This design comes from an exercise in tuning for a short achievable clock period on the open sky130 flow, not from production work.
Only simulation tests tie the RTL to the original design; equivalence was not proved.
Power figures rest on the tool's default switching activity, not on a simulated workload.

File: flow/design.v
`default_nettype none
package isaPkg;
    typedef enum logic [5:0] {
        opRtype = 6'b000000,
        opJal   = 6'b000011,
        opBeq   = 6'b000100,
        opOri   = 6'b001101,
        opLui   = 6'b001111,
        opLw    = 6'b100011,
        opSw    = 6'b101011
    } opcodeE;
    typedef enum logic [5:0] {
        functJr  = 6'b001000,
        functAdd = 6'b100000,
        functSub = 6'b100010
    } functE;
    localparam logic [4:0] regRa = 5'd31;  
    typedef struct packed {
        opcodeE     opcode;
        logic [4:0] rs;
        logic [4:0] rt;
        logic [4:0] rd;
        logic [4:0] shamt;
        functE      funct;
    } rTypeT;
    typedef struct packed {
        opcodeE      opcode;
        logic [4:0]  rs;
        logic [4:0]  rt;
        logic [15:0] imm16;
    } iTypeT;
    typedef struct packed {
        opcodeE      opcode;
        logic [25:0] index26;
    } jTypeT;
    typedef union packed {
        rTypeT rType;
        iTypeT iType;
        jTypeT jType;
    } instrU;
endpackage
`default_nettype wire
`default_nettype none
package ctrlPkg;
    typedef enum logic [3:0] {
        aluAdd = 4'd0,
        aluSub = 4'd1,
        aluOr  = 4'd2
    } aluOpE;
    typedef enum logic {
        srcRt  = 1'b0,
        srcImm = 1'b1
    } aluSrcE;
    typedef enum logic [1:0] {
        regSrcAlu  = 2'd0,
        regSrcMem  = 2'd1,
        regSrcLink = 2'd2
    } regSrcE;
    typedef enum logic [1:0] {
        regDstRd = 2'd0,
        regDstRt = 2'd1,
        regDstRa = 2'd2
    } regDstE;
    typedef enum logic [1:0] {
        extZero  = 2'd0,
        extSign  = 2'd1,
        extUpper = 2'd2
    } extOpE;
    typedef enum logic {
        brNone = 1'b0,
        brZero = 1'b1
    } branchE;
    typedef enum logic [1:0] {
        jumpNone  = 2'd0,
        jumpIndex = 2'd1,
        jumpReg   = 2'd2
    } jumpE;
    typedef struct packed {
        aluOpE  aluOp;
        aluSrcE aluSrc;
        regSrcE regSrc;
        regDstE regDst;
        extOpE  extOp;
        branchE branch;
        jumpE   jump;
        logic   regWrite;
        logic   memWrite;
    } ctrlT;
    localparam ctrlT ctrlNop = {
        aluAdd,     
        srcRt,      
        regSrcAlu,  
        regDstRd,   
        extZero,    
        brNone,     
        jumpNone,   
        1'b0,       
        1'b0        
    };
endpackage
`default_nettype wire
`timescale 1ns/1ps
`default_nettype none
module wrDec (
    input  logic       we,
    input  logic [4:0] waddr,
    output logic [31:1] en
);
    always_comb begin
        for (int i = 1; i < 32; i++) en[i] = we && (waddr == i[4:0]);
    end
endmodule
`default_nettype wire
`timescale 1ns/1ps
`default_nettype none
module bOperand #(parameter int N = 32) (
    input  logic [N-1:0] r, x1, x0,
    output logic [N-1:0] bn
);
    for (genvar i = 0; i < N; i++) begin : gBit
        assign bn[i] = ~(r[i] ? x1[i] : x0[i]);
    end
endmodule
module pgGen #(parameter int N = 32) (
    input  logic [N-1:0] a, bn,
    output logic [N-1:0] gn             
);
    assign gn = ~(a & ~bn);
endmodule
module pgTrans #(parameter int N = 32) (
    input  logic [N-1:0] a, bn,
    output logic [N-1:0] tn             
);
    assign tn = ~(a | ~bn);
endmodule
module pgProp #(parameter int N = 32) (
    input  logic [N-1:0] a, bn,
    output logic [N-1:0] p              
);
    assign p = a ^ ~bn;
endmodule
module pgCin (
    input  logic a, bn, cin,
    output logic gn
);
    assign gn = ~((a & ~bn) | ((a | ~bn) & cin));
endmodule
module ksAdd (
    input  logic [31:0] aF,
    input  logic [31:0] bnF,
    input  logic [31:0] aS,
    input  logic [31:0] bnS,
    input  logic        cin,
    output logic [31:0] p,
    output logic [31:0] c
);
    logic [31:0] gn0, tn0;
    logic        gnC;
    pgGen   #(.N(32)) uG (.a(aF), .bn(bnF), .gn(gn0));
    pgTrans #(.N(32)) uT (.a(aF), .bn(bnF), .tn(tn0));
    pgProp  #(.N(32)) uP (.a(aS), .bn(bnS), .p(p));
    pgCin             uC (.a(aF[0]), .bn(bnF[0]), .cin(cin), .gn(gnC));
    logic [4:0][31:0] G;
    logic [4:0][31:0] T;
    logic [31:16]     G5;
    assign G[0] = {gn0[31:1], gnC};
    assign T[0] = tn0;
    for (genvar k = 1; k <= 4; k++) begin : gLevel
        localparam int D = 1 << (k - 1);
        if (k % 2 == 1) begin : gOdd
            gOai21 #(.N(32 - D)) uG (
                .a(T[k-1][31:D]), .b(G[k-1][31-D:0]), .c(G[k-1][31:D]), .y(G[k][31:D])
            );
            gInv #(.N(D)) uPass (.a(G[k-1][D-1:0]), .y(G[k][D-1:0]));
            gNor2 #(.N(32 - 2 * D)) uT (
                .a(T[k-1][31:2*D]), .b(T[k-1][31-D:D]), .y(T[k][31:2*D])
            );
            assign T[k][2*D-1:0] = '0;   
        end else begin : gEven
            gAoi21 #(.N(32 - D)) uG (
                .a(T[k-1][31:D]), .b(G[k-1][31-D:0]), .c(G[k-1][31:D]), .y(G[k][31:D])
            );
            gInv #(.N(D)) uPass (.a(G[k-1][D-1:0]), .y(G[k][D-1:0]));
            gNand2 #(.N(32 - 2 * D)) uT (
                .a(T[k-1][31:2*D]), .b(T[k-1][31-D:D]), .y(T[k][31:2*D])
            );
            assign T[k][2*D-1:0] = '0;   
        end
    end
    gOai21 #(.N(16)) uG5 (.a(T[4][31:16]), .b(G[4][15:0]), .c(G[4][31:16]), .y(G5));
    assign c = {G5[30:16], G[4][15:0], cin};
endmodule
`default_nettype wire
`timescale 1ns/1ps
`default_nettype none
module rfDecLo (
    input  logic [1:0] a,
    output logic [3:0] sel
);
    always_comb begin
        for (int k = 0; k < 4; k++) sel[k] = (a == k[1:0]);
    end
endmodule
module rfDecHi (
    input  logic [2:0] a,
    output logic [7:0] sel
);
    always_comb begin
        for (int k = 0; k < 8; k++) sel[k] = (a == k[2:0]);
    end
endmodule
module regRead (
    input  logic [4:0]       addr,
    input  logic [31*32-1:0] regsFlat,    
    output logic [31:0]      dataF,       
    output logic [31:0]      dataS        
);
    logic [8*4*4-1:0] lo;    
    logic [4*8-1:0]   hi;    
    for (genvar j = 0; j < 8; j++) begin : gLo
        for (genvar k = 0; k < 4; k++) begin : gByte
            rfDecLo uDecLo (.a(addr[1:0]), .sel(lo[(j*4 + k)*4 +: 4]));
        end
    end
    for (genvar k = 0; k < 4; k++) begin : gHi
        rfDecHi uDecHi (.a(addr[4:2]), .sel(hi[k*8 +: 8]));
    end
    logic [7*32-1:0] l1a, l1b, l1c, l1d, l1y;    
    logic [8*32-1:0] l2a, l2b, l2c, l2d, l2y;    
    logic [31:0]     g0s, g0d, g0y;
    for (genvar b = 0; b < 32; b++) begin : gG0
        assign g0s[b] = lo[(0*4 + b/8)*4 + 1];
    end
    assign g0d = regsFlat[0 +: 32];
    for (genvar j = 0; j < 8; j++) begin : gL1
        if (j > 0) begin : gFirst
            for (genvar b = 0; b < 32; b++) begin : gA
                assign l1a[(j-1)*32 + b] = lo[(j*4 + b/8)*4 + 0];
                assign l1c[(j-1)*32 + b] = lo[(j*4 + b/8)*4 + 1];
            end
            assign l1b[(j-1)*32 +: 32] = regsFlat[(4*j - 1)*32 +: 32];
            assign l1d[(j-1)*32 +: 32] = regsFlat[(4*j)*32 +: 32];
        end
        for (genvar b = 0; b < 32; b++) begin : gB
            assign l2a[j*32 + b] = lo[(j*4 + b/8)*4 + 2];
            assign l2c[j*32 + b] = lo[(j*4 + b/8)*4 + 3];
        end
        assign l2b[j*32 +: 32] = regsFlat[(4*j + 1)*32 +: 32];
        assign l2d[j*32 +: 32] = regsFlat[(4*j + 2)*32 +: 32];
    end
    gNand2 #(.N(32))   uL1g0 (.a(g0s), .b(g0d), .y(g0y));
    gAoi22 #(.N(7*32)) uL1a  (.a(l1a), .b(l1b), .c(l1c), .d(l1d), .y(l1y));
    gAoi22 #(.N(8*32)) uL1b  (.a(l2a), .b(l2b), .c(l2c), .d(l2d), .y(l2y));
    logic [8*32-1:0] w;
    gNand2 #(.N(8*32)) uL2 (.a({l1y, g0y}), .b(l2y), .y(w));
    logic [4*32-1:0] m3a, m3b, m3c, m3d, m3y;
    for (genvar q = 0; q < 4; q++) begin : gL3
        for (genvar b = 0; b < 32; b++) begin : gH
            assign m3a[q*32 + b] = hi[(b/8)*8 + 2*q];
            assign m3c[q*32 + b] = hi[(b/8)*8 + 2*q + 1];
        end
        assign m3b[q*32 +: 32] = w[(2*q)*32 +: 32];
        assign m3d[q*32 +: 32] = w[(2*q + 1)*32 +: 32];
    end
    gAoi22 #(.N(4*32)) uL3 (.a(m3a), .b(m3b), .c(m3c), .d(m3d), .y(m3y));
    gNand4 #(.N(64)) uL4 (
        .a({2{m3y[0 +: 32]}}), .b({2{m3y[32 +: 32]}}), .c({2{m3y[64 +: 32]}}), .d({2{m3y[96 +: 32]}}),
        .y({dataS, dataF})
    );
endmodule
`default_nettype wire
`timescale 1ns/1ps
`default_nettype none
module gInv #(parameter int N = 1) (
    input  logic [N-1:0] a,
    output logic [N-1:0] y
);
    assign y = ~a;
endmodule
module gNand2 #(parameter int N = 1) (
    input  logic [N-1:0] a, b,
    output logic [N-1:0] y
);
    assign y = ~(a & b);
endmodule
module gNor2 #(parameter int N = 1) (
    input  logic [N-1:0] a, b,
    output logic [N-1:0] y
);
    assign y = ~(a | b);
endmodule
module gNand3 #(parameter int N = 1) (
    input  logic [N-1:0] a, b, c,
    output logic [N-1:0] y
);
    assign y = ~(a & b & c);
endmodule
module gNand4 #(parameter int N = 1) (
    input  logic [N-1:0] a, b, c, d,
    output logic [N-1:0] y
);
    assign y = ~(a & b & c & d);
endmodule
module gXor2 #(parameter int N = 1) (
    input  logic [N-1:0] a, b,
    output logic [N-1:0] y
);
    assign y = a ^ b;
endmodule
module gXnor2 #(parameter int N = 1) (
    input  logic [N-1:0] a, b,
    output logic [N-1:0] y
);
    assign y = ~(a ^ b);
endmodule
module gAoi21 #(parameter int N = 1) (
    input  logic [N-1:0] a, b, c,
    output logic [N-1:0] y
);
    assign y = ~((a & b) | c);
endmodule
module gOai21 #(parameter int N = 1) (
    input  logic [N-1:0] a, b, c,
    output logic [N-1:0] y
);
    assign y = ~((a | b) & c);
endmodule
module gAoi22 #(parameter int N = 1) (
    input  logic [N-1:0] a, b, c, d,
    output logic [N-1:0] y
);
    assign y = ~((a & b) | (c & d));
endmodule
module gAoi222 #(parameter int N = 1) (
    input  logic [N-1:0] a, b, c, d, e, f,
    output logic [N-1:0] y
);
    assign y = ~((a & b) | (c & d) | (e & f));
endmodule
`default_nettype wire
`default_nettype none
module gMux2i #(parameter int N = 1) (
    input  logic [N-1:0] s, a1, a0,
    output logic [N-1:0] y
);
    for (genvar i = 0; i < N; i++) begin : gBit
        assign y[i] = ~(s[i] ? a1[i] : a0[i]);
    end
endmodule
`default_nettype wire
`timescale 1ns/1ps
`default_nettype none
module resultPre (
    input  logic        selSum,
    input  logic [31:0] p,
    input  logic [31:0] other,               
    output logic [31:0] x0n, x1n             
);
    assign x0n = ~(({32{selSum}} &  p) | other);
    assign x1n = ~(({32{selSum}} & ~p) | other);
endmodule
module resultSelect (
    input  logic        selSum,
    input  logic [31:0] p,
    input  logic [31:0] c,                   
    input  logic [31:0] other,
    output logic [31:0] y,
    output logic [31:0] y2                   
);
    logic [31:0] x0n, x1n, a1, a0;
    resultPre uPre (.selSum(selSum), .p(p), .other(other), .x0n(x0n), .x1n(x1n));
    for (genvar j = 0; j < 32; j++) begin : gBit
        if (j >= 1 && j <= 16) begin : gLow
            assign a1[j] = x0n[j];
            assign a0[j] = x1n[j];
        end else begin : gHigh
            assign a1[j] = x1n[j];
            assign a0[j] = x0n[j];
        end
    end
    gMux2i #(.N(64)) uOut (.s({2{c}}), .a1({2{a1}}), .a0({2{a0}}), .y({y2, y}));
endmodule
`default_nettype wire
`timescale 1ns/1ps
`default_nettype none
module mipsCore #(
    parameter logic [31:0] RESET_PC = 32'h0000_3000
) (
    input  logic          clk,
    input  logic          arstN,
    output logic [31:0]   pc,
    input  logic [31:0]   instr,
    output logic [31:0]   memAddr,
    output logic [31:0]   memWdata,
    output logic          memWe,
    input  logic [31:0]   memRdata,
    output logic          regWe,
    output logic [4:0]    regWaddr,
    output logic [31:0]   regWdata
);
    logic [5:0]  op;
    logic [4:0]  rs, rt, rd;
    logic [5:0]  fn;
    logic [15:0] imm;
    assign op  = instr[31:26];
    assign rs  = instr[25:21];
    assign rt  = instr[20:16];
    assign rd  = instr[15:11];
    assign fn  = instr[5:0];
    assign imm = instr[15:0];
    logic isR, isAdd, isSub, isJr, isOri, isLui, isLw, isSw, isBeq, isJal;
    assign isR   = (op == 6'b000000);
    assign isAdd = isR && (fn == 6'b100000);
    assign isSub = isR && (fn == 6'b100010);
    assign isJr  = isR && (fn == 6'b001000);
    assign isOri = (op == 6'b001101);
    assign isLui = (op == 6'b001111);
    assign isLw  = (op == 6'b100011);
    assign isSw  = (op == 6'b101011);
    assign isBeq = (op == 6'b000100);
    assign isJal = (op == 6'b000011);
    logic selSub, selOrLo, selOrHi, selAddImm, selAddRt;
    assign selSub    = isSub || isBeq;
    assign selOrLo   = isOri;
    assign selOrHi   = isLui;
    assign selAddImm = isLw || isSw;
    assign selAddRt  = !(selSub || selOrLo || selOrHi || selAddImm);
    logic [31:0]      regs [1:31];
    logic [31*32-1:0] regsFlat;
    logic [31:0]      rsData, rtData;
    for (genvar i = 1; i < 32; i++) begin : gFlat
        assign regsFlat[(i-1)*32 +: 32] = regs[i];
    end
    logic [31:0] rsF, rtF;
    regRead uRsRead (.addr(rs), .regsFlat(regsFlat), .dataF(rsF), .dataS(rsData));
    regRead uRtRead (.addr(rt), .regsFlat(regsFlat), .dataF(rtF), .dataS(rtData));
    logic [31:0] sImm;
    assign sImm = {{16{imm[15]}}, imm};
    logic        selSum;
    logic [31:0] bX1, bX0, bnF, bnS, pSum, cSum, orLo, orHi;
    assign selSum = selAddRt || selSub || selAddImm;
    assign bX1 = selAddImm ? sImm : {32{selAddRt}};
    assign bX0 = selAddImm ? sImm : {32{selSub}};
    bOperand #(.N(64)) uB (.r({rtData, rtF}), .x1({2{bX1}}), .x0({2{bX0}}), .bn({bnS, bnF}));
    ksAdd uAdd (.aF(rsF), .bnF(bnF), .aS(rsData), .bnS(bnS), .cin(selSub), .p(pSum), .c(cSum));
    assign orLo = rsData | {16'h0000, imm};
    assign orHi = rsData | {imm, 16'h0000};
    logic [31:0] aluOther;
    assign aluOther = ({32{selOrLo}} & orLo) | ({32{selOrHi}} & orHi);
    resultSelect uAluSel (
        .selSum (selSum), .p (pSum), .c (cSum), .other (aluOther),
        .y      (memAddr), .y2 ()
    );
    logic [31:0] pcPlus4;
    logic        wbWrite, wbAlu;
    assign regWaddr = (isOri || isLui || isLw) ? rt : (isJal ? 5'd31 : rd);
    assign wbWrite  = (isAdd || isSub || isOri || isLui || isLw || isJal) && (regWaddr != 5'd0);
    assign wbAlu    = !(isLw || isJal);
    logic [31:0] wbOther, wbData;
    assign wbOther = ({32{wbAlu && selOrLo}} & orLo) | ({32{wbAlu && selOrHi}} & orHi)
                   | ({32{isLw}} & memRdata) | ({32{isJal}} & pcPlus4);
    resultSelect uWbSel (
        .selSum (wbAlu && selSum), .p (pSum), .c (cSum), .other (wbOther),
        .y      (regWdata), .y2 (wbData)
    );
    assign regWe    = wbWrite && arstN;
    assign memWe    = isSw && arstN;
    assign memWdata = rtData;
    logic [31:1] wrEn [4];
    for (genvar k = 0; k < 4; k++) begin : gWrDec
        wrDec uWrDec (.we(regWe), .waddr(regWaddr), .en(wrEn[k]));
    end
    always_ff @(posedge clk or negedge arstN) begin
        if (!arstN) begin
            for (int i = 1; i < 32; i++) regs[i] <= 32'd0;
        end else begin
            for (int i = 1; i < 32; i++)
                for (int k = 0; k < 4; k++)
                    if (wrEn[k][i]) regs[i][k*8 +: 8] <= wbData[k*8 +: 8];
        end
    end
    logic [31:0] branchTarget, jumpTarget, nextPc;
    logic        rsEqRt;
    assign pcPlus4      = pc + 32'd4;
    assign branchTarget = pcPlus4 + {sImm[29:0], 2'b00};
    assign jumpTarget   = {pcPlus4[31:28], instr[25:0], 2'b00};
    assign rsEqRt       = (rsData == rtData);
    always_comb begin
        if (isJr)                  nextPc = rsData;
        else if (isJal)            nextPc = jumpTarget;
        else if (isBeq && rsEqRt)  nextPc = branchTarget;
        else                       nextPc = pcPlus4;
    end
    always_ff @(posedge clk or negedge arstN) begin
        if (!arstN) pc <= RESET_PC;
        else        pc <= nextPc;
    end
endmodule
`default_nettype wire
File: flow/flow/run.sh
#!/bin/bash
# The standard layout (standard.sh: standard synthesis, floorplan, place,
# CTS, route), with one change: the port buffers that placement inserts on
# every input and output are sky130_fd_sc_hd__buf_16 instead of the default
# pick (a delay cell, clkdlybuf4s50_1). Make's full output goes to
# standard_flow.log; each ORFS step also keeps its own log under orfs/logs/.
set -euo pipefail
bash standard.sh "BUFFER_PORTS_ARGS=-buffer_cell sky130_fd_sc_hd__buf_16" finish > standard_flow.log 2>&1
File: flow/standard.sh
#!/bin/bash
# synth_recipe.tcl (not shown) runs the flow's synth.tcl, then flattens the netlist and writes it again
# the make line also repeats each setting of config.mk as NAME=value (left out here)
make -C /OpenROAD-flow-scripts/flow DESIGN_CONFIG=/design/flow/config.mk WORK_HOME=/design/flow/orfs CLKGATE_MAP_FILE= SYNTH_SCRIPT=/design/flow/synth_recipe.tcl "${@:-finish}"
File: flow/config.mk
export PLATFORM = sky130hd
export DESIGN_NAME = mipsCore
export DESIGN_NICKNAME = mipsCore
export VERILOG_FILES = /design/flow/design.v
export SDC_FILE = /design/flow/constraint.sdc
export NUM_CORES = 4
export LEC_CHECK = 0
export CAP_MARGIN = 20
export CORE_MARGIN = 2
export CORE_UTILIZATION = 40
export SETUP_SLACK_MARGIN = 5
export SLEW_MARGIN = 20
export SYNTH_HIERARCHICAL = 1
File: flow/constraint.sdc
create_clock -name core_clock -period 13.0 [get_ports {clk}]
set_input_delay 2.6000 -clock core_clock [delete_from_list [all_inputs] [get_ports {clk}]]
set_output_delay 2.6000 -clock core_clock [all_outputs]
set_load 0.01 [all_outputs]
==> results.py, run 1 <==
metrics = {
    "sta": {
        "finalHoldViolCount": 0,
        "fin_tns_setup_ns": 0,
        "fmax_ghz": 0.1154,
        "drv_slew": 0,
        "finalCritPeriodShare_pct": 66.67,
        "setup_violations": 0,
        "rsz0062_at_grt": "true",
        "relSlewSlack_pct": 28.49,
        "hold_ws_ns": 0.5377,
        "finClkSkew_ns": 0.04973,
        "fin_crit_ns": 8.667,
        "max_slew.worst_pin.slew_ns": 1.073,
    },
    "placed_design": {
        "portBuffers": 200,
        "placed_cells": 8364,
        "place.gp.congestion": 0.9814,
        "hpwlAfterDp_um": 184200,
    },
    "finish": {
        "area_growth_pct": 26.98,
        "nets": 6637,
        "drive_gt1_share_pct": 55.29,
        "final_util_pct": 51.27,
        "fin_cells": 8875,
    },
    "grt": {
        "antenna_found_initial": 12,
        "grt_pass1_wl_um": 408700,
        "gr-total-overflow": 0,
        "grt_max_degree": 160,
        "track_usage_pct": 31.96,
        "grt_pass1_vias": 57050,
    },
    "clock_network": {
        "clk_pin_slew_ns": 0.07,
        "cts_root_buf": "clkbuf_16",
        "cts.sinks": 1024,
        "htreeDepth": 3,
        "cts_buffers": 118,
        "tritoncts": "built",
        "clock_latency_ns": 0.81,
        "cts_buffer_depth": 3,
    },
    "critical_path": {
        "crit_arrival_ns": 6.07,
        "slowest_delay_ns": 0.40,
        "worstPathRequired_ns": 10.40,
        "worst_setup_path_end_kind": "primary output",
        "reg2reg_from": "pc[4]",
        "critical_path_class": "in -> out",
        "cp_max_fo": 23,
        "crit_slowest_cell": "nand4_1",
        "reg2reg_depth": 15,
        "rrSetupSlack_ns": 7.82,
        "r2r_end": "pc[25]",
        "cp_cell_sequence": "buf_16 > and2b_4 > a22oi_2 > nand2_1 > a22oi_2 > nand4_1 > mux2i_1 > nand2b_2 > o21ai_2 > a21oi_4 > o21ai_4 > a21oi_4 > buf_4 > o21ai_4 > buf_12 > mux2i_4 > buf_16",
        "startpoint_type": "primary input",
    },
    "routing": {
        "wl_met2_um": 130200,
        "drc": 0,
        "drtIter0Drc": 5301,
        "wl_per_cell_um": 32.14,
        "routed_wl_um": 285200,
        "wl_met1_um": 110700,
        "vias": 56670,
        "met3_length_um": 19960,
        "via_per_inst": 6.385,
        "highest_layer": "met5",
        "drtPass1Iterations": 6,
        "drt.antenna.violating_nets": 0,
    },
    "yosys": {
        "syn_inst": 6138,
        "syn_avg_cell_area_um2": 11.17,
        "syn_nets": 6242,
        "synth_warnings": 13,
        "syn_area_um2": 68580,
    },
    "die": {
        "die_y_um": 418.1,
        "core_area_um2": 169800,
        "ios": 201,
        "initial_core_util_pct": 40.37,
        "rows": 151,
        "die_area_um2": 174800,
        "die_w_um": 418.1,
    },
    "power_and_ir_drop": {
        "p_comb_share_pct": 20.5,
        "power_density_nw_per_um2": 101.7,
        "p_int_uw": 6156,
        "clkPwrFrac_pct": 41.4,
        "peakVddDrop_mv": 0.1180,
        "p_leak_uw": 0.03738,
        "sw_frac_of_total_pct": 30.48,
        "pwr-share-seq_pct": 38.1,
        "switchingPower_uw": 2699,
    },
    "flow_run": {
        "cap_violations": 0,
    },
    "hold_path": {
        "holdPathEnd": "regs[1][2]",
        "hp-class": "reg -> reg",
        "min_from": "regs[1][2]",
        "whs_path_depth": 1,
    },
    "status": {
        "status": "finished clean",
    },
}
==> flip-flops by register name (all words and copies together) (netlist names) <==
register / cells
regs: 992
pc: 32
==> worst max-delay path by stage <==
stage / startpoint / to / cells past startpoint
final: instr[17] / regWdata[26] / 17
after global routing: instr[30] / regWdata[12] / 19
after CTS: instr[17] / regWdata[22] / 17
after detailed placement: instr[31] / regWdata[12] / 17
after global placement: instr[31] / regWdata[24] / 18
after floorplan: instr[31] / memAddr[25] / 19
==> layer usage <==
metal | up-vias | GRT usage (%)
li1 | 24100 | -
met1 | 29100 | 38.88
met2 | 2608 | 50.55
met3 | 861 | 6.648
met4 | 4 | 22.46
met5 | - | 0
==> worst max-delay path, delay by kind of cell <==
family / cells / cell delay, ns
buffers and inverters: 4 / 0.64
AND/OR/NAND/NOR: 4 / 1.04
AO/OA/AOI/OAI: 7 / 1.22
multiplexers: 2 / 0.51
==> layout make-up <==
class                           instances  area, µm²
Fill cell                           14690      82770
Multi-Input combinational cell       4722      44580
Sequential cell                      1024      25630
Clock inverter                         63      869.6
Antenna cell                           19      47.55
Tap cell                             2218       2775
Clock buffer                          162       3381
Inverter                              103      465.4
Timing Repair Buffer                  564       9333
==> power by group through the flow <==
stage	clock, µW	sequential (µW)	combinational [µW]
after floorplan	0	3390	825
after global placement	0	3430	1660
after detailed placement	0	3430	1660
after CTS	3720	3380	1780
after global routing	3850	3380	1910
final	3660	3380	1820
==> layout by cell type, fill, tap and decap left out, drive strengths merged, types with 19 or more instances in the layout <==
master and instances:
a22oi 1219, dfrtp 1022, mux2 992, nand2 746, buf 530, nor2 317
a21oi 255, mux2i 193, clkbuf 186, nand4 148, o21ai 133, inv 102
nor2b 97, and2 70, and2b 65, xnor2 61, xor2 51, nand2b 42
ha 37, o22ai 34, clkinv 29, nor3b 26, nand3 25, and3b 24
nor3 24, diode 19
==> stage by stage <==
stage               cell area, µm²  power [µW]  setup WS, ns
floorplan                    69010        4211         4.991
global placement             77230        5088         2.740
detailed placement           77240        5094         2.678
CTS                          86420        8877         4.492
global route                 87050        9141         4.288
finish                       87080        8855         4.333
==> what timing repair did <==
item,in CTS,in global routing
hold buffers,0,0
resized for setup,521,112
setup buffers,200,32
endpoints found under the setup margin,75,65
gates cloned,33,1
pin swaps,214,49
==> run 2, diff against run 1 <==
--- a/flow/config.mk
+++ b/flow/config.mk
@@ -7,7 +7,8 @@
 export LEC_CHECK = 0
 export CAP_MARGIN = 20
 export CORE_MARGIN = 2
-export CORE_UTILIZATION = 40
+export CORE_UTILIZATION = 32
+export PLACE_DENSITY = 0.55
 export SETUP_SLACK_MARGIN = 5
 export SLEW_MARGIN = 20
 export SYNTH_HIERARCHICAL = 1
==> results.py, run 2 <==
metrics = {
    "status": {
        "status": "finished clean",
    },
    "critical_path": {
        "worstPathRequired_ns": 10.40,
        "critical_path_class": "in -> out",
        "crit_arrival_ns": 6.26,
        "cp_max_fo": 12,
        "startpoint_type": "primary input",
        "worst_setup_path_end_kind": "primary output",
    },
    "clock_network": {
        "cts_buffer_depth": 3,
        "clk_pin_slew_ns": 0.06,
        "cts.sinks": 1024,
        "cts_root_buf": "clkbuf_16",
        "tritoncts": "built",
        "clock_latency_ns": 0.81,
        "htreeDepth": 3,
        "cts_buffers": 120,
        "hold_buffers": 0,
    },
    "finish": {
        "nets": 6649,
        "top_register": "regs",
        "layout_common_cells": "a22oi_2, dfrtp_1, mux2_2",
        "final_common_cell": "a22oi_2",
        "reg_top3": "regs x992, pc x32",
        "design_area_um2": 87570,
        "fillers": 19800,
        "largest_reg_flops": 992,
        "area_growth_pct": 27.70,
        "drive_gt1_share_pct": 54.95,
    },
    "sta": {
        "finalCritPeriodShare_pct": 68.18,
        "fmax_ghz": 0.1128,
        "setup_violations": 0,
        "fin_crit_ns": 8.863,
        "finalHoldViolCount": 0,
        "fin_tns_setup_ns": 0,
        "drv_slew": 0,
        "max_slew.worst_pin.slew_ns": 1.040,
        "finClkSkew_ns": 0.04864,
        "rsz0062_at_grt": "true",
        "relSlewSlack_pct": 30.51,
        "fin_ws_ns": 4.137,
        "hold_ws_ns": 0.5349,
    },
    "yosys": {
        "syn_nets": 6242,
        "syn_area_um2": 68580,
        "syn_avg_cell_area_um2": 11.17,
        "syn_inst": 6138,
        "synth_warnings": 13,
    },
    "routing": {
        "drtIter0Drc": 5969,
        "wl_met2_um": 132100,
        "met3_length_um": 21480,
        "routed_wl_um": 297000,
        "vias": 56530,
        "wl_per_cell_um": 31.34,
        "wl_met1_um": 119400,
        "drtPass1Iterations": 6,
        "via_per_inst": 5.965,
        "drc": 0,
        "drt.antenna.violating_nets": 0,
        "highest_layer": "met5",
    },
    "placed_design": {
        "place_area_um2": 78080,
        "hpwlAfterDp_um": 196200,
        "place.gp.congestion": 0.9507,
        "portBuffers": 200,
        "dpl_worst_slack_ns": 2.554,
    },
    "power_and_ir_drop": {
        "peakVddDrop_mv": 0.1123,
        "p_leak_uw": 0.03732,
        "power_density_nw_per_um2": 100.5,
    },
    "die": {
        "die_w_um": 466.9,
        "die_area_um2": 218000,
        "rows": 169,
        "initial_core_util_pct": 32.27,
        "ios": 201,
        "die_y_um": 466.9,
        "core_area_um2": 212500,
    },
    "grt": {
        "track_usage_pct": 26.45,
        "antenna_found_initial": 13,
        "grt_max_degree": 172,
        "grt_pass1_vias": 56190,
        "grt_pass1_wl_um": 419500,
        "gr-total-overflow": 0,
    },
    "flow_run": {
        "cap_violations": 0,
    },
    "hold_path": {
        "hp-class": "reg -> reg",
    },
}
## run 2: cell types whose count changed in the layout (fill, tap and decap cells not counted), moves of 10 or more
cell	change
o21ai_1	+18
clkinv_2	+12
a21oi_4	-10
nand2_4	-10
buf_12	+19
o21ai_4	-18
## run 2: worst paths after layout
| check | start | to | slack, ns | cells past startpoint |
|---|---|---|---|---|
| max in group asynchronous | arstN | regs[13][29] | 7.53 | 5 |
| min in group asynchronous | arstN | regs[11][20] | 1.68 | 1 |
| min | regs[1][9] | regs[1][9] | 0.53 | 1 |
| min reg2reg | regs[1][9] | regs[1][9] | 0.53 | 1 |
| max reg2reg | pc[12] | pc[31] | 8.23 | 16 |
| max | instr[16] | regWdata[21] | 4.14 | 17 |
## run 2: area by class of cell
class	count	area (µm²)	share of cell area (%)
multi-input cells	4722	44290	50.57
flip-flops and latches	1024	25630	29.26
repair buffers	574	9490	10.84
well taps	2821	3530	4.030
clock buffers	155	3376	3.855
clock inverters	68	784.5	0.8958
inverters	103	454.2	0.5186
diodes	10	25.02	0.02857
## run 2: power breakdown
group / leakage [µW] / switching [µW] / internal [µW] / total [µW]
sequential: 0.0142 / 152 / 3250 / 3400
clock: 0.00205 / 1510 / 2090 / 3590
combinational: 0.0210 / 1060 / 748 / 1810
total: 0.0373 / 2720 / 6080 / 8800
## run 2: stage by stage
step / cells / util (%) / power [µW]
floorplan: 6138 / - / 4211
global placement: 8969 / 36.73 / 5107
detailed placement: 8971 / 36.74 / 5108
CTS: 9403 / 40.73 / 8834
global route: 9472 / 41.20 / 9107
finish: 9477 / 41.21 / 8800
## run 2: per-layer routing
layer / global-route usage, % / up-vias
met5: 0 / -
met4: 17.83 / 4
met3: 4.948 / 771
met2: 40.96 / 2571
met1: 33.45 / 29060
li1: - / 24120
## run 2: what timing repair did
action                     CTS  global route
setup buffers              182            61
setup endpoints to repair   78            65
pin swaps                  141            58
resized for setup          439           103
gates cloned                27             3
## run 2: worst max-delay path, stage by stage
cell and delay (ns):
buf_16 0.24, buf_4 0.23, nor2_4 0.11, a22oi_2 0.20
nand2_2 0.10, a22oi_2 0.28, nand4_1 0.37, mux2i_1 0.24
nor2b_4 0.17, buf_6 0.11, nor2_4 0.14, nand2_2 0.10
o21ai_4 0.17, inv_4 0.07, o21ai_4 0.19, mux2i_4 0.61
clkbuf_16 0.25
==> run 3, diff against run 2 <==
--- a/flow/design.v
+++ b/flow/design.v
@@ -152,7 +152,8 @@
     input  logic [31:0] bnS,
     input  logic        cin,
     output logic [31:0] p,
-    output logic [31:0] c
+    output logic [31:0] c,
+    output logic [31:0] c2               
 );
     logic [31:0] gn0, tn0;
     logic        gnC;
@@ -162,7 +163,7 @@
     pgCin             uC (.a(aF[0]), .bn(bnF[0]), .cin(cin), .gn(gnC));
     logic [4:0][31:0] G;
     logic [4:0][31:0] T;
-    logic [31:16]     G5;
+    logic [31:16]     G5, G5b;
     assign G[0] = {gn0[31:1], gnC};
     assign T[0] = tn0;
     for (genvar k = 1; k <= 4; k++) begin : gLevel
@@ -187,8 +188,11 @@
             assign T[k][2*D-1:0] = '0;   
         end
     end
-    gOai21 #(.N(16)) uG5 (.a(T[4][31:16]), .b(G[4][15:0]), .c(G[4][31:16]), .y(G5));
-    assign c = {G5[30:16], G[4][15:0], cin};
+    gOai21 #(.N(32)) uG5 (
+        .a({2{T[4][31:16]}}), .b({2{G[4][15:0]}}), .c({2{G[4][31:16]}}), .y({G5b, G5})
+    );
+    assign c  = {G5[30:16],  G[4][15:0], cin};
+    assign c2 = {G5b[30:16], G[4][15:0], cin};
 endmodule
 `default_nettype wire
 `timescale 1ns/1ps
@@ -442,7 +446,9 @@
     assign bX1 = selAddImm ? sImm : {32{selAddRt}};
     assign bX0 = selAddImm ? sImm : {32{selSub}};
     bOperand #(.N(64)) uB (.r({rtData, rtF}), .x1({2{bX1}}), .x0({2{bX0}}), .bn({bnS, bnF}));
-    ksAdd uAdd (.aF(rsF), .bnF(bnF), .aS(rsData), .bnS(bnS), .cin(selSub), .p(pSum), .c(cSum));
+    logic [31:0] cSum2;
+    ksAdd uAdd (.aF(rsF), .bnF(bnF), .aS(rsData), .bnS(bnS), .cin(selSub), .p(pSum), .c(cSum),
+                .c2(cSum2));
     assign orLo = rsData | {16'h0000, imm};
     assign orHi = rsData | {imm, 16'h0000};
     logic [31:0] aluOther;
@@ -460,7 +466,7 @@
     assign wbOther = ({32{wbAlu && selOrLo}} & orLo) | ({32{wbAlu && selOrHi}} & orHi)
                    | ({32{isLw}} & memRdata) | ({32{isJal}} & pcPlus4);
     resultSelect uWbSel (
-        .selSum (wbAlu && selSum), .p (pSum), .c (cSum), .other (wbOther),
+        .selSum (wbAlu && selSum), .p (pSum), .c (cSum2), .other (wbOther),
         .y      (regWdata), .y2 (wbData)
     );
     assign regWe    = wbWrite && arstN;
--- a/flow/config.mk
+++ b/flow/config.mk
@@ -7,8 +7,7 @@
 export LEC_CHECK = 0
 export CAP_MARGIN = 20
 export CORE_MARGIN = 2
-export CORE_UTILIZATION = 32
-export PLACE_DENSITY = 0.55
+export CORE_UTILIZATION = 40
 export SETUP_SLACK_MARGIN = 5
 export SLEW_MARGIN = 20
 export SYNTH_HIERARCHICAL = 1
==> results.py, run 3 <==
metrics = {
    "status": {
        "status": "finished clean",
    },
    "critical_path": {
        "cp_max_fo": 13,
        "crit_arrival_ns": 6.20,
        "critical_path_class": "in -> out",
        "worst_setup_path_end_kind": "primary output",
        "startpoint_type": "primary input",
        "worstPathRequired_ns": 10.40,
        "reg2reg_depth": 16,
    },
    "power_and_ir_drop": {
        "power_density_nw_per_um2": 101.5,
        "switchingPower_uw": 2707,
        "clkPwrFrac_pct": 41.2,
        "pwr-share-seq_pct": 38.4,
        "sw_frac_of_total_pct": 30.55,
        "p_comb_share_pct": 20.4,
        "peakVddDrop_mv": 0.09748,
        "p_leak_uw": 0.03737,
        "p_int_uw": 6154,
    },
    "hold_path": {
        "whs_path_depth": 1,
        "hp-class": "reg -> reg",
    },
    "yosys": {
        "syn_inst": 6170,
        "syn_area_um2": 68780,
        "synth_warnings": 13,
        "syn_avg_cell_area_um2": 11.15,
        "syn_nets": 6274,
    },
    "finish": {
        "largest_reg_flops": 992,
        "fin_cells": 8854,
        "drive_gt1_share_pct": 55.74,
        "area_growth_pct": 26.94,
        "final_common_cell": "a22oi_2",
        "top_register": "regs",
        "nets": 6616,
        "layout_common_cells": "a22oi_2, dfrtp_1, mux2_2",
        "reg_top3": "regs x992, pc x32",
        "fillers": 14920,
    },
    "flow_run": {
        "cap_violations": 0,
    },
    "sta": {
        "fmax_ghz": 0.1136,
        "finClkSkew_ns": 0.04942,
        "rsz0062_at_grt": "true",
        "max_slew.worst_pin.slew_ns": 1.049,
        "drv_slew": 0,
        "fin_crit_ns": 8.803,
        "setup_violations": 0,
        "finalCritPeriodShare_pct": 67.72,
        "fin_tns_setup_ns": 0,
        "finalHoldViolCount": 0,
        "hold_ws_ns": 0.5412,
        "relSlewSlack_pct": 30.04,
    },
    "die": {
        "die_area_um2": 175300,
        "core_area_um2": 171200,
        "ios": 201,
        "die_w_um": 418.7,
        "initial_core_util_pct": 40.18,
        "rows": 152,
        "die_y_um": 418.7,
    },
    "clock_network": {
        "tritoncts": "built",
        "cts_buffers": 118,
        "cts.sinks": 1024,
        "cts_root_buf": "clkbuf_16",
        "clk_pin_slew_ns": 0.06,
        "cts_buffer_depth": 3,
        "htreeDepth": 3,
        "clock_latency_ns": 0.80,
    },
    "grt": {
        "track_usage_pct": 33.05,
        "grt_pass1_vias": 55980,
        "grt_pass1_wl_um": 419300,
        "grt_max_degree": 172,
        "antenna_found_initial": 8,
        "gr-total-overflow": 0,
    },
    "routing": {
        "wl_per_cell_um": 33.38,
        "via_per_inst": 6.385,
        "drc": 0,
        "vias": 56530,
        "drt.antenna.violating_nets": 0,
        "drtPass1Iterations": 6,
        "drtIter0Drc": 6165,
        "routed_wl_um": 295500,
    },
    "placed_design": {
        "place.gp.congestion": 0.9854,
        "placed_cells": 8389,
        "hpwlAfterDp_um": 194600,
        "portBuffers": 200,
    },
}
-- run 3: power groups by stage --
stage | Sequential (µW) | Combinational (µW) | Clock [µW]
2_1_floorplan | 3390 | 824 | 0
3_3_place_gp | 3450 | 1630 | 0
3_5_place_dp | 3460 | 1640 | 0
4_1_cts | 3400 | 1760 | 3710
5_1_grt | 3400 | 1910 | 3830
6_report | 3400 | 1810 | 3650
-- run 3: worst paths after layout --
check	startpoint	to	slack (ns)
worst max-delay path	instr[17]	regWdata[25]	4.20
worst min-delay path	regs[1][29]	regs[1][29]	0.54
worst max register to register	pc[4]	pc[31]	8.12
worst min register to register	regs[1][29]	regs[1][29]	0.54
max in group asynchronous	arstN	regs[26][5]	8.41
min in group asynchronous	arstN	regs[14][29]	1.70
-- run 3: what timing repair did --
item                                    CTS  global route
cloned                                   36             2
endpoints found under the setup margin   87            64
resized for setup                       621           116
hold endpoints to repair                  0             0
buffers inserted                        159            39
pin swaps                               170            80
hold buffers                              0             0
-- run 3: final cells by class --
| cell class | instances | area, µm² | share of cell area [%] |
|---|---|---|---|
| multi-input combinational | 4739 | 45160 | 51.73 |
| antenna | 12 | 30.03 | 0.03439 |
| tap | 2233 | 2794 | 3.200 |
| inverter | 103 | 441.7 | 0.5059 |
| clock buffer | 155 | 3366 | 3.855 |
| clock inverter | 62 | 865.8 | 0.9917 |
| sequential | 1024 | 25630 | 29.35 |
| timing repair buffer | 526 | 9019 | 10.33 |
-- run 3: per-layer routing --
metal  vias up  part of all wire (%)  track usage (%)
li1      24020                     -                -
met1     29050                    41            43.28
met2      2671                    44            49.87
met3       789                   7.8            6.526
met4         4                   7.6            21.07
met5         -                0.0074                0
-- run 3: metrics by stage --
stage	utilization, %	power [µW]	cell area, µm²	setup WS (ns)
6_report	51.01	8861	87310	4.197
5_1_grt	51.00	9136	87290	4.274
4_1_cts	50.49	8873	86420	4.397
3_5_place_dp	45.14	5099	77260	2.733
3_3_place_gp	45.13	5088	77250	2.825
2_1_floorplan	-	4210	69130	5.009
-- run 3: critical path, stage by stage --
cell and delay (ns):
buf_16 0.23, and2b_4 0.26, a22oi_2 0.22, nand2_2 0.12, a22oi_2 0.28, nand4_1 0.38
mux2i_2 0.29, nor2b_4 0.18, nor2_4 0.18, nand2_2 0.15, nor2_2 0.19, a21oi_4 0.09
buf_12 0.16, o21ai_4 0.19, mux2i_4 0.43, buf_16 0.15
==> run 4, diff against run 3 <==
--- a/flow/design.v
+++ b/flow/design.v
@@ -152,8 +152,7 @@
     input  logic [31:0] bnS,
     input  logic        cin,
     output logic [31:0] p,
-    output logic [31:0] c,
-    output logic [31:0] c2               
+    output logic [31:0] c
 );
     logic [31:0] gn0, tn0;
     logic        gnC;
@@ -163,7 +162,7 @@
     pgCin             uC (.a(aF[0]), .bn(bnF[0]), .cin(cin), .gn(gnC));
     logic [4:0][31:0] G;
     logic [4:0][31:0] T;
-    logic [31:16]     G5, G5b;
+    logic [31:16]     G5;
     assign G[0] = {gn0[31:1], gnC};
     assign T[0] = tn0;
     for (genvar k = 1; k <= 4; k++) begin : gLevel
@@ -188,11 +187,8 @@
             assign T[k][2*D-1:0] = '0;   
         end
     end
-    gOai21 #(.N(32)) uG5 (
-        .a({2{T[4][31:16]}}), .b({2{G[4][15:0]}}), .c({2{G[4][31:16]}}), .y({G5b, G5})
-    );
-    assign c  = {G5[30:16],  G[4][15:0], cin};
-    assign c2 = {G5b[30:16], G[4][15:0], cin};
+    gOai21 #(.N(16)) uG5 (.a(T[4][31:16]), .b(G[4][15:0]), .c(G[4][31:16]), .y(G5));
+    assign c = {G5[30:16], G[4][15:0], cin};
 endmodule
 `default_nettype wire
 `timescale 1ns/1ps
@@ -219,35 +215,35 @@
     output logic [31:0]      dataF,       
     output logic [31:0]      dataS        
 );
-    logic [8*4*4-1:0] lo;    
-    logic [4*8-1:0]   hi;    
+    logic [8*8*4-1:0] lo;    
+    logic [8*8-1:0]   hi;    
     for (genvar j = 0; j < 8; j++) begin : gLo
-        for (genvar k = 0; k < 4; k++) begin : gByte
-            rfDecLo uDecLo (.a(addr[1:0]), .sel(lo[(j*4 + k)*4 +: 4]));
+        for (genvar k = 0; k < 8; k++) begin : gNib
+            rfDecLo uDecLo (.a(addr[1:0]), .sel(lo[(j*8 + k)*4 +: 4]));
         end
     end
-    for (genvar k = 0; k < 4; k++) begin : gHi
+    for (genvar k = 0; k < 8; k++) begin : gHi
         rfDecHi uDecHi (.a(addr[4:2]), .sel(hi[k*8 +: 8]));
     end
     logic [7*32-1:0] l1a, l1b, l1c, l1d, l1y;    
     logic [8*32-1:0] l2a, l2b, l2c, l2d, l2y;    
     logic [31:0]     g0s, g0d, g0y;
     for (genvar b = 0; b < 32; b++) begin : gG0
-        assign g0s[b] = lo[(0*4 + b/8)*4 + 1];
+        assign g0s[b] = lo[(0*8 + b/4)*4 + 1];
     end
     assign g0d = regsFlat[0 +: 32];
     for (genvar j = 0; j < 8; j++) begin : gL1
         if (j > 0) begin : gFirst
             for (genvar b = 0; b < 32; b++) begin : gA
-                assign l1a[(j-1)*32 + b] = lo[(j*4 + b/8)*4 + 0];
-                assign l1c[(j-1)*32 + b] = lo[(j*4 + b/8)*4 + 1];
+                assign l1a[(j-1)*32 + b] = lo[(j*8 + b/4)*4 + 0];
+                assign l1c[(j-1)*32 + b] = lo[(j*8 + b/4)*4 + 1];
             end
             assign l1b[(j-1)*32 +: 32] = regsFlat[(4*j - 1)*32 +: 32];
             assign l1d[(j-1)*32 +: 32] = regsFlat[(4*j)*32 +: 32];
         end
         for (genvar b = 0; b < 32; b++) begin : gB
-            assign l2a[j*32 + b] = lo[(j*4 + b/8)*4 + 2];
-            assign l2c[j*32 + b] = lo[(j*4 + b/8)*4 + 3];
+            assign l2a[j*32 + b] = lo[(j*8 + b/4)*4 + 2];
+            assign l2c[j*32 + b] = lo[(j*8 + b/4)*4 + 3];
         end
         assign l2b[j*32 +: 32] = regsFlat[(4*j + 1)*32 +: 32];
         assign l2d[j*32 +: 32] = regsFlat[(4*j + 2)*32 +: 32];
@@ -260,8 +256,8 @@
     logic [4*32-1:0] m3a, m3b, m3c, m3d, m3y;
     for (genvar q = 0; q < 4; q++) begin : gL3
         for (genvar b = 0; b < 32; b++) begin : gH
-            assign m3a[q*32 + b] = hi[(b/8)*8 + 2*q];
-            assign m3c[q*32 + b] = hi[(b/8)*8 + 2*q + 1];
+            assign m3a[q*32 + b] = hi[(b/4)*8 + 2*q];
+            assign m3c[q*32 + b] = hi[(b/4)*8 + 2*q + 1];
         end
         assign m3b[q*32 +: 32] = w[(2*q)*32 +: 32];
         assign m3d[q*32 +: 32] = w[(2*q + 1)*32 +: 32];
@@ -446,9 +442,7 @@
     assign bX1 = selAddImm ? sImm : {32{selAddRt}};
     assign bX0 = selAddImm ? sImm : {32{selSub}};
     bOperand #(.N(64)) uB (.r({rtData, rtF}), .x1({2{bX1}}), .x0({2{bX0}}), .bn({bnS, bnF}));
-    logic [31:0] cSum2;
-    ksAdd uAdd (.aF(rsF), .bnF(bnF), .aS(rsData), .bnS(bnS), .cin(selSub), .p(pSum), .c(cSum),
-                .c2(cSum2));
+    ksAdd uAdd (.aF(rsF), .bnF(bnF), .aS(rsData), .bnS(bnS), .cin(selSub), .p(pSum), .c(cSum));
     assign orLo = rsData | {16'h0000, imm};
     assign orHi = rsData | {imm, 16'h0000};
     logic [31:0] aluOther;
@@ -466,14 +460,14 @@
     assign wbOther = ({32{wbAlu && selOrLo}} & orLo) | ({32{wbAlu && selOrHi}} & orHi)
                    | ({32{isLw}} & memRdata) | ({32{isJal}} & pcPlus4);
     resultSelect uWbSel (
-        .selSum (wbAlu && selSum), .p (pSum), .c (cSum2), .other (wbOther),
+        .selSum (wbAlu && selSum), .p (pSum), .c (cSum), .other (wbOther),
         .y      (regWdata), .y2 (wbData)
     );
     assign regWe    = wbWrite && arstN;
     assign memWe    = isSw && arstN;
     assign memWdata = rtData;
-    logic [31:1] wrEn [4];
-    for (genvar k = 0; k < 4; k++) begin : gWrDec
+    logic [31:1] wrEn [8];
+    for (genvar k = 0; k < 8; k++) begin : gWrDec
         wrDec uWrDec (.we(regWe), .waddr(regWaddr), .en(wrEn[k]));
     end
     always_ff @(posedge clk or negedge arstN) begin
@@ -481,8 +475,8 @@
             for (int i = 1; i < 32; i++) regs[i] <= 32'd0;
         end else begin
             for (int i = 1; i < 32; i++)
-                for (int k = 0; k < 4; k++)
-                    if (wrEn[k][i]) regs[i][k*8 +: 8] <= wbData[k*8 +: 8];
+                for (int k = 0; k < 8; k++)
+                    if (wrEn[k][i]) regs[i][k*4 +: 4] <= wbData[k*4 +: 4];
         end
     end
     logic [31:0] branchTarget, jumpTarget, nextPc;
==> flow/flow/run.sh (replaced) <==
#!/bin/bash
# The standard layout (standard.sh: standard synthesis, floorplan, place,
# CTS, route), with one change: the port buffers that placement inserts on
# every input and output are sky130_fd_sc_hd__buf_6 instead of the default
# pick (a delay cell, clkdlybuf4s50_1). Make's full output goes to
# standard_flow.log; each ORFS step also keeps its own log under orfs/logs/.
set -euo pipefail
bash standard.sh "BUFFER_PORTS_ARGS=-buffer_cell sky130_fd_sc_hd__buf_6" finish > standard_flow.log 2>&1
==> results.py, run 4 <==
metrics = {
    "routing": {
        "wl_per_cell_um": 30.64,
        "via_per_inst": 6.372,
        "drtIter0Drc": 5544,
        "routed_wl_um": 285100,
        "drt.antenna.violating_nets": 0,
        "drtPass1Iterations": 6,
        "drc": 0,
        "vias": 59280,
    },
    "placed_design": {
        "place.gp.congestion": 0.9909,
        "hpwlAfterDp_um": 182000,
        "portBuffers": 200,
    },
    "yosys": {
        "syn_area_um2": 70930,
        "synth_warnings": 13,
        "syn_nets": 6556,
        "syn_inst": 6452,
        "syn_avg_cell_area_um2": 10.99,
    },
    "die": {
        "die_area_um2": 180700,
        "ios": 201,
        "initial_core_util_pct": 40.27,
        "core_area_um2": 176100,
        "die_w_um": 425.1,
        "rows": 154,
        "die_y_um": 425.1,
    },
    "flow_run": {
        "cap_violations": 0,
    },
    "clock_network": {
        "tritoncts": "built",
        "htreeDepth": 3,
        "cts.sinks": 1024,
        "clock_latency_ns": 0.82,
        "cts_buffers": 119,
        "hold_buffers": 0,
        "clk_pin_slew_ns": 0.06,
        "cts_buffer_depth": 3,
        "cts_root_buf": "clkbuf_16",
    },
    "finish": {
        "fillers": 15850,
        "multi_input_area_um2": 46470,
        "reg_top3": "regs x992, pc x32",
        "layout_common_cells": "a22oi_2, dfrtp_1, mux2_2",
        "drive_gt1_share_pct": 52.10,
        "final_common_cell": "a22oi_2",
        "top_register": "regs",
        "nets": 6953,
        "largest_reg_flops": 992,
        "regArea_um2": 25630,
        "area_growth_pct": 19.85,
    },
    "critical_path": {
        "worstPathRequired_ns": 10.40,
        "startpoint_type": "primary input",
        "crit_cells": 17,
        "worst_setup_path_end_kind": "primary output",
        "critical_path_class": "in -> out",
        "slowest_delay_ns": 0.48,
        "cp_top_family": "simple AND/OR/NAND/NOR gates",
        "crit_arrival_ns": 6.34,
        "reg2reg_depth": 14,
        "cp_max_fo": 17,
        "critPathLaunch": "instr[16]",
        "crit_slowest_cell": "mux2i_4",
        "reg2reg_from": "pc[6]",
        "cp_cell_sequence": "clkbuf_8 > buf_16 > and2_2 > a22oi_2 > nand2_1 > a22oi_2 > nand4_1 > mux2i_2 > nor2b_4 > buf_6 > nor2_4 > nand2_2 > o21ai_4 > inv_4 > o21ai_4 > mux2i_4 > buf_6",
        "path_buf_inv": 5,
    },
    "grt": {
        "grt_pass1_vias": 59530,
        "track_usage_pct": 30.71,
        "gr-total-overflow": 0,
        "grt_max_degree": 163,
        "antenna_found_initial": 11,
        "grt_pass1_wl_um": 412400,
    },
    "sta": {
        "fin_tns_setup_ns": 0,
        "max_slew.worst_pin.slew_ns": 0.9486,
        "finClkSkew_ns": 0.06245,
        "finalCritPeriodShare_pct": 68.80,
        "fmax_ghz": 0.1118,
        "rsz0062_at_grt": "true",
        "finalHoldViolCount": 0,
        "relSlewSlack_pct": 35.51,
        "setup_violations": 0,
        "drv_slew": 0,
        "fin_crit_ns": 8.944,
    },
    "power_and_ir_drop": {
        "finalPower_uw": 8667,
        "clkPwrFrac_pct": 42.2,
        "power_density_nw_per_um2": 102.0,
        "sw_frac_of_total_pct": 30.99,
        "pwr-share-seq_pct": 38.9,
        "p_comb_share_pct": 18.8,
        "p_int_uw": 5981,
        "peakVddDrop_mv": 0.1274,
        "switchingPower_uw": 2686,
        "p_leak_uw": 0.03634,
    },
    "hold_path": {
        "min_from": "regs[1][30]",
        "whs_path_depth": 1,
        "hp-class": "reg -> reg",
    },
    "status": {
        "status": "finished clean",
    },
}
[run 4: stage by stage]
step           util (%)  hold WS [ns]  instance area (µm²)  setup slack [ns]  cells
6_report          48.27        0.5402                85010             4.056   9304
5_1_grt           48.25        0.5615                84980             4.082   9292
4_1_cts           47.77        0.5379                84130             4.282   9246
3_5_place_dp      43.27        0.5229                76210             2.756   8893
3_3_place_gp      43.27        0.5144                76210             2.817   8893
2_1_floorplan         -        0.5031                71000             5.010   6452
[run 4: power groups by stage]
stage / Sequential [µW] / Combinational (µW) / Clock [µW]
floorplan: 3380 / 836 / 0
global placement: 3420 / 1470 / 0
detailed placement: 3420 / 1490 / 0
CTS: 3370 / 1590 / 3720
global route: 3370 / 1710 / 3840
finish: 3370 / 1630 / 3660
[run 4: path summary, 6_finish.rpt]
kind                           endpoint  slack, ns
max in group asynchronous  regs[18][20]       8.16
setup reg to reg                 pc[31]       8.40
min in group asynchronous   regs[31][0]       1.84
hold reg to reg             regs[1][30]       0.54
setup / recovery            memAddr[23]       4.06
hold / removal              regs[1][30]       0.54
[run 4: layout make-up]
| class | count | share of cell area (%) |
|---|---|---|
| clock inverter | 62 | 1.016 |
| timing repair buffer | 446 | 6.186 |
| inverter | 91 | 0.4960 |
| multi-input combinational | 5167 | 54.67 |
| antenna | 14 | 0.04121 |
| tap | 2340 | 3.444 |
| clock buffer | 160 | 4.003 |
| sequential | 1024 | 30.15 |
[run 4: worst reg2reg max path, stage by stage, from the launching register on]
cell      delay [ns]
dfrtp_1         0.54
and4_1          0.36
nand4_1         0.37
nor3_1          0.32
xor2_1          0.53
ha_1            0.38
nand4_1         0.27
nor4_1          0.50
a221o_1         0.27
o211ai_2        0.12
nand4_1         0.15
a41oi_1         0.16
xnor2_1         0.16
and3_1          0.19
o31ai_1         0.17
[run 4: per-layer routing]
metal,vias up,global-route usage (%),share of wire (%)
met2,2872,47.05,44
met1,30190,38.33,40
met4,0,22.91,8.9
met5,-,0,0
met3,908,6.063,7.4
li1,25310,-,-
[run 4: repair_timing]
action,CTS,global route
setup buffers,93,42
setup endpoints to repair,76,65
cloned,38,2
resized for setup,434,104
pin swaps,68,51

==> re-timing with driven ports <==
No port has a modelled driver above. Below, the same layouts with a new extraction and two added sets of constraints.
Step 1, drivers: a clkbuf_16 drives clk and a buf_2 each remaining input, both assumed.
Step 2 also shifts input and output timing later by t, the mid clock arrival at the registers, as if the neighbouring blocks saw the same clock.
Slacks: ideal / step 1 / step 2; pairs: ideal / step 1.
run	t (ns)	setup WS [ns]	worst hold slack (ns)	worst setup path after step 2	worst slew at a driven data input, ns
run 1	0.862	4.333 / 3.654 / 3.654	0.538 / 0.538 / 0.538	input to output	0.90
run 2	0.871	4.137 / 3.299 / 3.299	0.535 / 0.535 / 0.535	input to output	1.15
run 3	0.873	4.197 / 3.432 / 3.432	0.541 / 0.541 / 0.541	input to output	1.05
run 4	0.881	4.056 / 3.589 / 3.589	0.540 / 0.540 / 0.540	input to output	0.51
After both steps setup and hold are still met in every run listed. For run 2, which loses most, drivers alone change the setup slack by -0.838 ns; drivers and shift together by -0.838 ns.
